This is an optimization exercise on Yosys and OpenROAD, whose aim is small area, a short achievable clock period and few clock cycles per item, not a production implementation.
The RTL was checked by simulation tests, not by an equivalence proof against the original design.

== ember ==
Design yuv2rgb_top, start of the top module:
module yuv2rgb_top #(
	parameter int img_width = 320,
	parameter int img_height = 240
) (
	input logic CLOCK_50_I,
	input logic Resetn,
	input logic start,
	input logic [15:0] read_data,
	output logic [15:0] write_data,
	output logic [17:0] address,
	output logic write_en_n,
	output logic done
);
clock: 11.0 ns
lec_check: 0
cap_margin: 20
core_margin: 2
core_utilization: 40
cts_buf_list: sky130_fd_sc_hd__clkbuf_8
cts_cluster_diameter: 100
cts_cluster_size: 16
slew_margin: 20
run.sh (not shown) runs the stock make flow with config.mk's settings and CLKGATE_MAP_FILE= SYNTH_SCRIPT=/design/flow/synth_recipe.tcl, a recipe that flattens the netlist after the stock synthesis.
Testbench counts of ember, summed over its fixed seeds: cycles 1,152,168, frames 6.
Input changes introduced in harbor (baseline for comparison: ember):
- CTS_CLUSTER_DIAMETER removed (was 100)
- CTS_BUF_LIST changed from sky130_fd_sc_hd__clkbuf_8 to sky130_fd_sc_hd__clkbuf_4 sky130_fd_sc_hd__clkbuf_8
- CTS_CLUSTER_SIZE changed from 16 to 25
### Flow results
On routed wire length, harbor does worse than ember.
harbor against ember: final-layout non-clock buffer area share was more or less identical, non-clock buffer count ~0 delta, number of H-tree levels now sits higher.
Hold slack was higher in ember than in harbor.
Compared to ember, harbor has count of clock-buffer cells in the layout about 210% higher.
Fraction of met1 tracks used by global routing: lower on harbor

* * *

== maple ==
yuv2rgb_top again, from the RTL that the note above started with.
==> flow/design.v (excerpt) <==
module yuv2rgb_top #(
	parameter int img_width = 320,
	parameter int img_height = 240
) (
	input logic CLOCK_50_I,
	input logic Resetn,
	input logic start,
	input logic [15:0] read_data,
	output logic [15:0] write_data,
	output logic [17:0] address,
	output logic write_en_n,
	output logic done
);
Settings: LEC_CHECK=0, CAP_MARGIN=20, CORE_MARGIN=2, CORE_UTILIZATION=40, CTS_BUF_LIST=sky130_fd_sc_hd__clkbuf_8, CTS_CLUSTER_SIZE=30, SLEW_MARGIN=20; clock period 11.0 ns.
maple went all the way through synthesis, placement and routing and the layout is clean on timing, DRC and antenna.
Testbench counts of maple, summed over its fixed seeds: cycles 1,152,168, frames 6.
Relative to maple, the following input files were edited for garnet:
- changing CTS_BUF_LIST from sky130_fd_sc_hd__clkbuf_8 to sky130_fd_sc_hd__clkbuf_16
- changing CTS_CLUSTER_SIZE from 30 to 20
- setting CTS_CLUSTER_DIAMETER to 120 for the first time
==> flow/flow/run.sh (new file) <==
#!/bin/bash
# Standard layout, with the port buffers made from buf_1 cells instead of the
# default choice (a delay buffer): smaller, and faster to the outputs.
set -e
export BUFFER_PORTS_ARGS="-buffer_cell sky130_fd_sc_hd__buf_1"
bash standard.sh > standard.log 2>&1
==> flow/standard.sh (new file) <==
#!/bin/bash
# synth_recipe.tcl (not shown) runs the flow's synth.tcl, then flattens the netlist and writes it again
# the make line also repeats each setting of config.mk as NAME=value (left out here)
make -C /OpenROAD-flow-scripts/flow DESIGN_CONFIG=/design/flow/config.mk WORK_HOME=/design/flow/orfs CLKGATE_MAP_FILE= SYNTH_SCRIPT=/design/flow/synth_recipe.tcl "${@:-finish}"
removed: flow/run.sh
==> summary.txt <==
Count of clock-buffer cells in the layout came out lower on garnet than on maple.
Summary of garnet over maple: clock period minus worst slack lower.
Changes in zinc relative to garnet:
- changing CTS_CLUSTER_SIZE from 20 to 25
- changing CTS_CLUSTER_DIAMETER from 120 to 100
==> flow/run.sh (new file) <==
#!/bin/bash
# synth_recipe.tcl (not shown) runs the flow's synth.tcl, then flattens the netlist and writes it again
# the make line also repeats each setting of config.mk as NAME=value (left out here)
make -C /OpenROAD-flow-scripts/flow DESIGN_CONFIG=/design/flow/config.mk WORK_HOME=/design/flow/orfs CLKGATE_MAP_FILE= SYNTH_SCRIPT=/design/flow/synth_recipe.tcl finish
removed: flow/flow/run.sh
removed: flow/standard.sh
### Flow results
- Delta (zinc minus garnet): share of the final layout cell area in multi-input gates down 0.47 points; final worst clock skew down 0.0087 ns.
- garnet → zinc: fraction of area in clock buffers and inverters has decreased; post-route cell area has increased; initial cell density of the core has remained practically unchanged.
- Placeable core region: garnet vs zinc identical
- [diff] routed wire length, zinc relative to garnet: improvement
Input changes introduced in indigo (baseline for comparison: zinc):
- clearing CTS_BUF_LIST, which used to be sky130_fd_sc_hd__clkbuf_16
- clearing CTS_CLUSTER_DIAMETER, which used to be 100
- clearing CTS_CLUSTER_SIZE, which used to be 25
==> flow/flow/run.sh (new file) <==
#!/bin/bash
# Standard layout, with the port buffers made from buf_1 cells instead of the
# default choice (a delay buffer): smaller, and faster to the outputs.
set -e
export BUFFER_PORTS_ARGS="-buffer_cell sky130_fd_sc_hd__buf_1"
bash standard.sh > standard.log 2>&1
==> flow/standard.sh (new file) <==
#!/bin/bash
# synth_recipe.tcl (not shown) runs the flow's synth.tcl, then flattens the netlist and writes it again
# the make line also repeats each setting of config.mk as NAME=value (left out here)
make -C /OpenROAD-flow-scripts/flow DESIGN_CONFIG=/design/flow/config.mk WORK_HOME=/design/flow/orfs CLKGATE_MAP_FILE= SYNTH_SCRIPT=/design/flow/synth_recipe.tcl "${@:-finish}"
removed: flow/run.sh
[summary]
Of indigo and zinc, it is indigo that has the lower multi-input logic portion of the cell area.
Diff zinc -> indigo | design area | up by a few percent
zinc has lower number of ordinary and repair buffers in the finished layout than indigo.
The cell count after placement of zinc and that of indigo are within noise of each other.
indigo vs. zinc: global-route usage increased by 0.51 points relative to the old numbers; peak clock frequency supported by timing increased by 0.65% relative to the old numbers; met3 demand-to-capacity share in global routing increased by 1.1 points relative to the old numbers.
Sequential share of layout area (higher): zinc
diff inputs: indigo => xenon
==> flow/flow/run.sh <==
#!/bin/bash
# Standard layout, with the port buffers made from buf_2 cells instead of the
# default choice (a delay buffer), so the paths to the outputs are shorter.
set -e
export BUFFER_PORTS_ARGS="-buffer_cell sky130_fd_sc_hd__buf_2"
bash standard.sh > standard.log 2>&1
==> comparison <==
In terms of global-route usage, xenon and indigo differ only marginally. Diff xenon..indigo | mux contribution to synthesized area | unchanged. Status: fraction of area in multi-input gates parity (xenon, indigo). Delta (xenon minus indigo): sequential share of layout area held, count of non-filler cells in the finished layout has remained practically unchanged. In the metrics for xenon and indigo, the one carrying the lower total iterations of the first detailed-routing run is indigo.

[port drivers added, routing unchanged]
Ports are ideal in the flow. The routed layouts listed here were re-timed in OpenROAD. Step 1, drivers: a clkbuf_16 drives CLOCK_50_I and a buf_2 each remaining input, both assumed. Step 2, shift: input delay + t, output delay - t, t = (earliest + latest rising clock arrival at the registers) / 2. This alone moves slack from input paths to output paths. a / b / c = ideal / step 1 / step 2; a / b = the first two.
run	t (ns)	setup WS [ns]	worst hold slack (ns)
ember	0.649	7.240 / 7.192 / 7.302	0.408 / 0.408 / 0.408
harbor	0.696	7.238 / 7.182 / 7.340	0.394 / 0.394 / 0.394
maple	0.696	7.242 / 7.185 / 7.331	0.394 / 0.394 / 0.394
garnet	0.627	7.298 / 7.298 / 7.298	0.416 / 0.416 / 0.416
zinc	0.617	7.289 / 7.234 / 7.317	0.415 / 0.415 / 0.415
indigo	0.639	7.313 / 7.313 / 7.313	0.412 / 0.412 / 0.412
xenon	0.630	7.288 / 7.288 / 7.288	0.416 / 0.416 / 0.416
After both steps every run listed still meets setup and hold.
